This design comes from an exercise in tuning for small area and a short achievable clock period on the open sky130 flow, not from production work.
Only simulation tests tie the RTL to the original design; equivalence was not proved.
Power is estimated from default activity; no workload was simulated.

Design btb_sat, start of the top module:
module btb_sat #(
   parameter int ENTRIES  = 8,
   parameter int IDX_W    = 3,
   parameter int PC_W     = 32,
   parameter int CNT_W    = 2,
   parameter int CNT_INIT = 2
) (
   input  logic            clk,
   input  logic            reset,
   input  logic [PC_W-1:0] pc_in,
   output logic            hit,
   output logic            token,
   output logic [PC_W-1:0] next_pc_out,
   input  logic            is_req_pc,
   input  logic [PC_W-1:0] req_pc,
   input  logic [PC_W-1:0] predict_target,
   input  logic            req_taken,
   input  logic            flush
);
clock: 8.0 ns
lec_check: 0
cap_margin: 20
core_margin: 2
core_utilization: 65
setup_slack_margin: 3.0
slew_margin: 20
tns_end_percent: 20
standard.sh (not shown) runs the stock make flow with config.mk's settings and CLKGATE_MAP_FILE= SYNTH_SCRIPT=/design/flow/synth_recipe.tcl, a recipe that flattens the netlist after the stock synthesis.
==> flow/flow/run.sh <==
#!/bin/bash
set -euo pipefail
export BUFFER_PORTS_ARGS="-buffer_cell sky130_fd_sc_hd__buf_2"
export CTS_ARGS="-sink_clustering_enable -repair_clock_nets -dont_use_dummy_load -sink_clustering_size 20 -sink_clustering_max_diameter 80"
bash standard.sh > standard.log 2>&1
Next try:
==> flow/flow/run.sh (replaced) <==
#!/bin/bash
set -euo pipefail
export BUFFER_PORTS_ARGS="-buffer_cell sky130_fd_sc_hd__buf_2"
bash standard.sh > standard.log 2>&1
Settings changed: ABC_CLOCK_PERIOD_IN_PS from default to 4000, TNS_END_PERCENT 20 to default.
After rerunning: The changed run went through all stages and came out clean. Via count climbs by 2.0%. Hold slack is about the same. Sequential power hardly moves. Synthesized cell count is unchanged. Clock power goes up by about 40%. Cell area climbs by 1.8%. Wire length is lower by about 0.45%.

========
wip/maple:
btb_sat again, from the RTL that the note above started with.
==> flow/config.mk <==
export PLATFORM = sky130hd
export DESIGN_NAME = btb_sat
export DESIGN_NICKNAME = btb_sat
export VERILOG_FILES = /design/flow/design.v
export SDC_FILE = /design/flow/constraint.sdc
export NUM_CORES = 4
export LEC_CHECK = 0
export ABC_CLOCK_PERIOD_IN_PS = 4000
export CAP_MARGIN = 20
export CORE_MARGIN = 2
export CORE_UTILIZATION = 65
export SETUP_SLACK_MARGIN = 3.5
export SLEW_MARGIN = 20
==> flow/constraint.sdc <==
create_clock -name core_clock -period 8.0 [get_ports {clk}]
set_input_delay 1.6000 -clock core_clock [delete_from_list [all_inputs] [get_ports {clk}]]
set_output_delay 1.6000 -clock core_clock [all_outputs]
set_load 0.01 [all_outputs]
==> flow/flow/run.sh <==
#!/bin/bash
set -euo pipefail
export BUFFER_PORTS_ARGS="-buffer_cell sky130_fd_sc_hd__buf_2"
export CTS_ARGS="-sink_clustering_enable -repair_clock_nets -dont_use_dummy_load -sink_clustering_size 20 -sink_clustering_max_diameter 80"
PLATFORM_DONT_USE="sky130_fd_sc_hd__probe_p_8 sky130_fd_sc_hd__probec_p_8 sky130_fd_sc_hd__lpflow_bleeder_1 sky130_fd_sc_hd__lpflow_clkbufkapwr_1 sky130_fd_sc_hd__lpflow_clkbufkapwr_16 sky130_fd_sc_hd__lpflow_clkbufkapwr_2 sky130_fd_sc_hd__lpflow_clkbufkapwr_4 sky130_fd_sc_hd__lpflow_clkbufkapwr_8 sky130_fd_sc_hd__lpflow_clkinvkapwr_1 sky130_fd_sc_hd__lpflow_clkinvkapwr_16 sky130_fd_sc_hd__lpflow_clkinvkapwr_2 sky130_fd_sc_hd__lpflow_clkinvkapwr_4 sky130_fd_sc_hd__lpflow_clkinvkapwr_8 sky130_fd_sc_hd__lpflow_decapkapwr_12 sky130_fd_sc_hd__lpflow_decapkapwr_3 sky130_fd_sc_hd__lpflow_decapkapwr_4 sky130_fd_sc_hd__lpflow_decapkapwr_6 sky130_fd_sc_hd__lpflow_decapkapwr_8 sky130_fd_sc_hd__lpflow_inputiso0n_1 sky130_fd_sc_hd__lpflow_inputiso0p_1 sky130_fd_sc_hd__lpflow_inputiso1n_1 sky130_fd_sc_hd__lpflow_inputiso1p_1 sky130_fd_sc_hd__lpflow_inputisolatch_1 sky130_fd_sc_hd__lpflow_isobufsrc_1 sky130_fd_sc_hd__lpflow_isobufsrc_16 sky130_fd_sc_hd__lpflow_isobufsrc_2 sky130_fd_sc_hd__lpflow_isobufsrc_4 sky130_fd_sc_hd__lpflow_isobufsrc_8 sky130_fd_sc_hd__lpflow_isobufsrckapwr_16 sky130_fd_sc_hd__lpflow_lsbuf_lh_hl_isowell_tap_1 sky130_fd_sc_hd__lpflow_lsbuf_lh_hl_isowell_tap_2 sky130_fd_sc_hd__lpflow_lsbuf_lh_hl_isowell_tap_4 sky130_fd_sc_hd__lpflow_lsbuf_lh_isowell_4 sky130_fd_sc_hd__lpflow_lsbuf_lh_isowell_tap_1 sky130_fd_sc_hd__lpflow_lsbuf_lh_isowell_tap_2 sky130_fd_sc_hd__lpflow_lsbuf_lh_isowell_tap_4"
EXTRA_DONT_USE="sky130_fd_sc_hd__nor4_1 sky130_fd_sc_hd__nor4_2 sky130_fd_sc_hd__nor4_4 sky130_fd_sc_hd__nor4b_1 sky130_fd_sc_hd__nor4b_2 sky130_fd_sc_hd__nor4b_4 sky130_fd_sc_hd__nor4bb_1 sky130_fd_sc_hd__nor4bb_2 sky130_fd_sc_hd__nor4bb_4"
bash standard.sh "DONT_USE_CELLS=$PLATFORM_DONT_USE $EXTRA_DONT_USE" finish > standard.log 2>&1
wip/maple | stages: all done | timing, DRC, antenna: all pass
--- input diff wip/maple..wip/onyx ---
Settings: a change of CORE_UTILIZATION from 65 to 40; a deleted ABC_CLOCK_PERIOD_IN_PS that had been 4000; a change of SETUP_SLACK_MARGIN from 3.5 to 0.2.
==> flow/run.sh (new file) <==
#!/bin/bash
# synth_recipe.tcl (not shown) runs the flow's synth.tcl, then flattens the netlist and writes it again
# the make line also repeats each setting of config.mk as NAME=value (left out here)
make -C /OpenROAD-flow-scripts/flow DESIGN_CONFIG=/design/flow/config.mk WORK_HOME=/design/flow/orfs CLKGATE_MAP_FILE= SYNTH_SCRIPT=/design/flow/synth_recipe.tcl finish
removed: flow/flow/run.sh
removed: flow/standard.sh
Findings:
wip/onyx ended up with a higher worst hold margin than wip/maple did. For wip/onyx, the endpoint of the most critical setup path was next_pc_out[14], unlike wip/maple, where it was next_pc_out[31]. From wip/maple to wip/onyx the numbers moved as follows: total power went up by about 16%, post-route core utilization decreased by 30 points relative to the old numbers.
Input changes introduced in wip/willow (baseline for comparison: wip/onyx):
Settings: ABC_CLOCK_PERIOD_IN_PS: unset -> 2500; CORE_UTILIZATION: 40 -> 75; SETUP_SLACK_MARGIN: 0.2 -> 5.0.
==> summary.txt <==
wip/willow did not run to completion, as it errored out during clock tree synthesis (4_1_cts). wip/willow gives more post-CTS resize count than wip/onyx did. Reported for wip/onyx and wip/willow, synthesized cell count turned out identical to the last digit. Diff wip/onyx -> wip/willow: synthesized cell area closely matched the old numbers, final RePlAce weighted congestion increased by 7.4% relative to the old numbers. [wip/willow] number of post-CTS setup repair buffers rose 258 relative to wip/onyx. Post-DP HPWL down 3700 um in wip/willow wrt wip/onyx. Post-placement cell count of wip/willow falls short of that of wip/onyx by more than 10%. Instance area after placement shrinks slightly when moving from wip/onyx to wip/willow. Side by side, worst setup slack before clock tree synthesis turned out lower in wip/willow than in wip/onyx. Diff wip/onyx..wip/willow | number of synthesized flops with an enable pin | unchanged.
> inputs changed (wip/willow -> wip/pepper)
Settings: ABC_CLOCK_PERIOD_IN_PS removed (was 2500); SETUP_SLACK_MARGIN changed from 5.0 to 3.0; CORE_UTILIZATION changed from 75 to 55.
==> flow/flow/run.sh (new file) <==
#!/bin/bash
set -euo pipefail
export BUFFER_PORTS_ARGS="-buffer_cell sky130_fd_sc_hd__buf_2"
export CTS_ARGS="-sink_clustering_enable -repair_clock_nets -dont_use_dummy_load -sink_clustering_size 20 -sink_clustering_max_diameter 80"
bash standard.sh > standard.log 2>&1
==> flow/standard.sh (new file) <==
#!/bin/bash
# synth_recipe.tcl (not shown) runs the flow's synth.tcl, then flattens the netlist and writes it again
# the make line also repeats each setting of config.mk as NAME=value (left out here)
make -C /OpenROAD-flow-scripts/flow DESIGN_CONFIG=/design/flow/config.mk WORK_HOME=/design/flow/orfs CLKGATE_MAP_FILE= SYNTH_SCRIPT=/design/flow/synth_recipe.tcl "${@:-finish}"
removed: flow/run.sh
- The flow did not stop early for wip/pepper: all stages ran, and the layout cleared the timing, DRC and antenna checks.
- Compared with wip/willow, number of placement rows in wip/pepper increased by more than 10%.
- In the metrics for wip/willow and wip/pepper, the one carrying the lower half-perimeter wire length of the detailed placement result is wip/pepper.
- [wip/pepper vs wip/willow] die width: higher in wip/pepper
- Re count of flip-flops with a built-in enable after synthesis: no difference whatsoever between wip/pepper and wip/willow.
- Cell count after placement is lower on wip/willow
- | worst setup slack before clock tree synthesis | wip/pepper vs wip/willow | better |
- Sort wip/willow and wip/pepper by effective utilization at floorplan asc -> top: wip/pepper
- Of wip/willow and wip/pepper, the run reporting the lower final weighted congestion in routability-driven placement was wip/pepper.

========
== run 1 ==
btb_sat again, from the RTL that the note above started with.
==> flow/config.mk <==
export PLATFORM = sky130hd
export DESIGN_NAME = btb_sat
export DESIGN_NICKNAME = btb_sat
export VERILOG_FILES = /design/flow/design.v
export SDC_FILE = /design/flow/constraint.sdc
export NUM_CORES = 4
export LEC_CHECK = 0
export ABC_CLOCK_PERIOD_IN_PS = 4000
export CAP_MARGIN = 20
export CORE_MARGIN = 2
export CORE_UTILIZATION = 65
export SETUP_SLACK_MARGIN = 2.5
export SLEW_MARGIN = 20
==> flow/constraint.sdc <==
create_clock -name core_clock -period 8.0 [get_ports {clk}]
set_input_delay 1.6000 -clock core_clock [delete_from_list [all_inputs] [get_ports {clk}]]
set_output_delay 1.6000 -clock core_clock [all_outputs]
set_load 0.01 [all_outputs]
==> flow/flow/run.sh <==
#!/bin/bash
set -euo pipefail
export BUFFER_PORTS_ARGS="-buffer_cell sky130_fd_sc_hd__buf_2"
export CTS_ARGS="-sink_clustering_enable -repair_clock_nets -dont_use_dummy_load -sink_clustering_size 25 -sink_clustering_max_diameter 90"
PLATFORM_DONT_USE="sky130_fd_sc_hd__probe_p_8 sky130_fd_sc_hd__probec_p_8 sky130_fd_sc_hd__lpflow_bleeder_1 sky130_fd_sc_hd__lpflow_clkbufkapwr_1 sky130_fd_sc_hd__lpflow_clkbufkapwr_16 sky130_fd_sc_hd__lpflow_clkbufkapwr_2 sky130_fd_sc_hd__lpflow_clkbufkapwr_4 sky130_fd_sc_hd__lpflow_clkbufkapwr_8 sky130_fd_sc_hd__lpflow_clkinvkapwr_1 sky130_fd_sc_hd__lpflow_clkinvkapwr_16 sky130_fd_sc_hd__lpflow_clkinvkapwr_2 sky130_fd_sc_hd__lpflow_clkinvkapwr_4 sky130_fd_sc_hd__lpflow_clkinvkapwr_8 sky130_fd_sc_hd__lpflow_decapkapwr_12 sky130_fd_sc_hd__lpflow_decapkapwr_3 sky130_fd_sc_hd__lpflow_decapkapwr_4 sky130_fd_sc_hd__lpflow_decapkapwr_6 sky130_fd_sc_hd__lpflow_decapkapwr_8 sky130_fd_sc_hd__lpflow_inputiso0n_1 sky130_fd_sc_hd__lpflow_inputiso0p_1 sky130_fd_sc_hd__lpflow_inputiso1n_1 sky130_fd_sc_hd__lpflow_inputiso1p_1 sky130_fd_sc_hd__lpflow_inputisolatch_1 sky130_fd_sc_hd__lpflow_isobufsrc_1 sky130_fd_sc_hd__lpflow_isobufsrc_16 sky130_fd_sc_hd__lpflow_isobufsrc_2 sky130_fd_sc_hd__lpflow_isobufsrc_4 sky130_fd_sc_hd__lpflow_isobufsrc_8 sky130_fd_sc_hd__lpflow_isobufsrckapwr_16 sky130_fd_sc_hd__lpflow_lsbuf_lh_hl_isowell_tap_1 sky130_fd_sc_hd__lpflow_lsbuf_lh_hl_isowell_tap_2 sky130_fd_sc_hd__lpflow_lsbuf_lh_hl_isowell_tap_4 sky130_fd_sc_hd__lpflow_lsbuf_lh_isowell_4 sky130_fd_sc_hd__lpflow_lsbuf_lh_isowell_tap_1 sky130_fd_sc_hd__lpflow_lsbuf_lh_isowell_tap_2 sky130_fd_sc_hd__lpflow_lsbuf_lh_isowell_tap_4"
EXTRA_DONT_USE="sky130_fd_sc_hd__nor4_1 sky130_fd_sc_hd__nor4_2 sky130_fd_sc_hd__nor4_4 sky130_fd_sc_hd__nor4b_1 sky130_fd_sc_hd__nor4b_2 sky130_fd_sc_hd__nor4b_4 sky130_fd_sc_hd__nor4bb_1 sky130_fd_sc_hd__nor4bb_2 sky130_fd_sc_hd__nor4bb_4 sky130_fd_sc_hd__and4_1 sky130_fd_sc_hd__and4_2 sky130_fd_sc_hd__and4_4 sky130_fd_sc_hd__and4b_1 sky130_fd_sc_hd__and4b_2 sky130_fd_sc_hd__and4b_4 sky130_fd_sc_hd__and4bb_1 sky130_fd_sc_hd__and4bb_2 sky130_fd_sc_hd__and4bb_4 sky130_fd_sc_hd__a2111oi_0 sky130_fd_sc_hd__a2111oi_1 sky130_fd_sc_hd__a2111oi_2 sky130_fd_sc_hd__a2111oi_4 sky130_fd_sc_hd__a2111o_1 sky130_fd_sc_hd__a2111o_2 sky130_fd_sc_hd__a2111o_4 sky130_fd_sc_hd__or4_1 sky130_fd_sc_hd__or4_2 sky130_fd_sc_hd__or4_4 sky130_fd_sc_hd__or4b_1 sky130_fd_sc_hd__or4b_2 sky130_fd_sc_hd__or4b_4 sky130_fd_sc_hd__or4bb_1 sky130_fd_sc_hd__or4bb_2 sky130_fd_sc_hd__or4bb_4 sky130_fd_sc_hd__nor3_1 sky130_fd_sc_hd__nor3_2 sky130_fd_sc_hd__nor3_4 sky130_fd_sc_hd__nor3b_1 sky130_fd_sc_hd__nor3b_2 sky130_fd_sc_hd__nor3b_4"
bash standard.sh "DONT_USE_CELLS=$PLATFORM_DONT_USE $EXTRA_DONT_USE" finish > standard.log 2>&1
Run 1: PASS, flow complete, no timing, DRC or antenna violations
The inputs of run 2 differ from those of run 1 as listed below.
diff --git a/flow/flow/run.sh b/flow/flow/run.sh
--- a/flow/flow/run.sh
+++ b/flow/flow/run.sh
@@ -6 +6,2 @@
-EXTRA_DONT_USE="sky130_fd_sc_hd__nor4_1 sky130_fd_sc_hd__nor4_2 sky130_fd_sc_hd__nor4_4 sky130_fd_sc_hd__nor4b_1 sky130_fd_sc_hd__nor4b_2 sky130_fd_sc_hd__nor4b_4 sky130_fd_sc_hd__nor4bb_1 sky130_fd_sc_hd__nor4bb_2 sky130_fd_sc_hd__nor4bb_4 sky130_fd_sc_hd__and4_1 sky130_fd_sc_hd__and4_2 sky130_fd_sc_hd__and4_4 sky130_fd_sc_hd__and4b_1 sky130_fd_sc_hd__and4b_2 sky130_fd_sc_hd__and4b_4 sky130_fd_sc_hd__and4bb_1 sky130_fd_sc_hd__and4bb_2 sky130_fd_sc_hd__and4bb_4 sky130_fd_sc_hd__a2111oi_0 sky130_fd_sc_hd__a2111oi_1 sky130_fd_sc_hd__a2111oi_2 sky130_fd_sc_hd__a2111oi_4 sky130_fd_sc_hd__a2111o_1 sky130_fd_sc_hd__a2111o_2 sky130_fd_sc_hd__a2111o_4 sky130_fd_sc_hd__or4_1 sky130_fd_sc_hd__or4_2 sky130_fd_sc_hd__or4_4 sky130_fd_sc_hd__or4b_1 sky130_fd_sc_hd__or4b_2 sky130_fd_sc_hd__or4b_4 sky130_fd_sc_hd__or4bb_1 sky130_fd_sc_hd__or4bb_2 sky130_fd_sc_hd__or4bb_4 sky130_fd_sc_hd__nor3_1 sky130_fd_sc_hd__nor3_2 sky130_fd_sc_hd__nor3_4 sky130_fd_sc_hd__nor3b_1 sky130_fd_sc_hd__nor3b_2 sky130_fd_sc_hd__nor3b_4"
+EXTRA_DONT_USE="sky130_fd_sc_hd__nor4_1 sky130_fd_sc_hd__nor4_2 sky130_fd_sc_hd__nor4_4 sky130_fd_sc_hd__nor4b_1 sky130_fd_sc_hd__nor4b_2 sky130_fd_sc_hd__nor4b_4 sky130_fd_sc_hd__nor4bb_1 sky130_fd_sc_hd__nor4bb_2 sky130_fd_sc_hd__nor4bb_4"
+export GLOBAL_PLACEMENT_ARGS="-timing_driven_net_weight_max 8 -timing_driven_nets_percentage 15"
Findings:
From run 1 to run 2 the numbers moved as follows: detailed route wirelength on metal2 was more or less identical; total stage count of the critical path shows a reduction of 1; switching power total level. The higher via count came out of run 1. Having completed the whole flow, run 2 delivered a layout that passed the timing, DRC and antenna checks. Compared with run 1, run 2 shows a higher routed wirelength normalized by instance count. In run 2, the die outline width came out about 0.9% below the value in run 1.
Edits applied to the flow inputs when going from run 2 to run 3:
Settings: CORE_UTILIZATION now 40, was 65; SETUP_SLACK_MARGIN now 3.0, was 2.5.
==> flow/run.sh (new file) <==
#!/bin/bash
# synth_recipe.tcl (not shown) runs the flow's synth.tcl, then flattens the netlist and writes it again
# the make line also repeats each setting of config.mk as NAME=value (left out here)
make -C /OpenROAD-flow-scripts/flow DESIGN_CONFIG=/design/flow/config.mk WORK_HOME=/design/flow/orfs CLKGATE_MAP_FILE= SYNTH_SCRIPT=/design/flow/synth_recipe.tcl finish
removed: flow/flow/run.sh
removed: flow/standard.sh
### Flow results
Core util | run 3 vs run 2 | run 3 lower
Total power of run 3 is higher than that of run 2.
Worst path setup slack after routing in run 3 vs run 2: down 270 ps
On number of distinct library cells after synthesis: between run 3 and run 2, it ends up lower for run 3.

port drivers added, routing unchanged:
How much do the figures lean on ideal ports? The routed layouts below were timed once more, with nothing changed but the port constraints. Step 1, drivers: a clkbuf_16 drives clk and a buf_2 each remaining input, both assumed. Step 2 moves the port delays by t, midway between the first and last clock arrival at a register: inputs arrive t later, outputs are due t later. That takes back most of the time a late clock gives input paths. Three values: no drivers, after step 1, after step 2; two values: the first two.
run	shift t [ns]	slack for setup (ns)	latest minus earliest clock arrival (ns)	worst data-port slew with drivers (ns)
the first run of note 1	0.605	2.309 / 2.263 / 2.131	0.082 / 0.082	0.10
the second run of note 1	0.659	2.381 / 2.295 / 2.295	0.023 / 0.023	0.13
wip/maple	0.609	2.590 / 2.435 / 2.435	0.063 / 0.063	0.19
wip/onyx	0.679	0.763 / 0.739 / 0.739	0.041 / 0.041	0.08
wip/pepper	0.626	2.294 / 2.238 / 2.238	0.056 / 0.056	0.22
run 1	0.636	2.266 / 2.214 / 2.088	0.090 / 0.090	0.09
run 2	0.631	2.448 / 2.420 / 2.176	0.060 / 0.061	0.07
run 3	0.686	2.177 / 2.131 / 2.131	0.053 / 0.053	0.07
After both steps setup and hold are still met in every run listed. For run 2, which loses most, drivers alone change the setup slack by -0.028 ns; drivers and shift together by -0.272 ns.
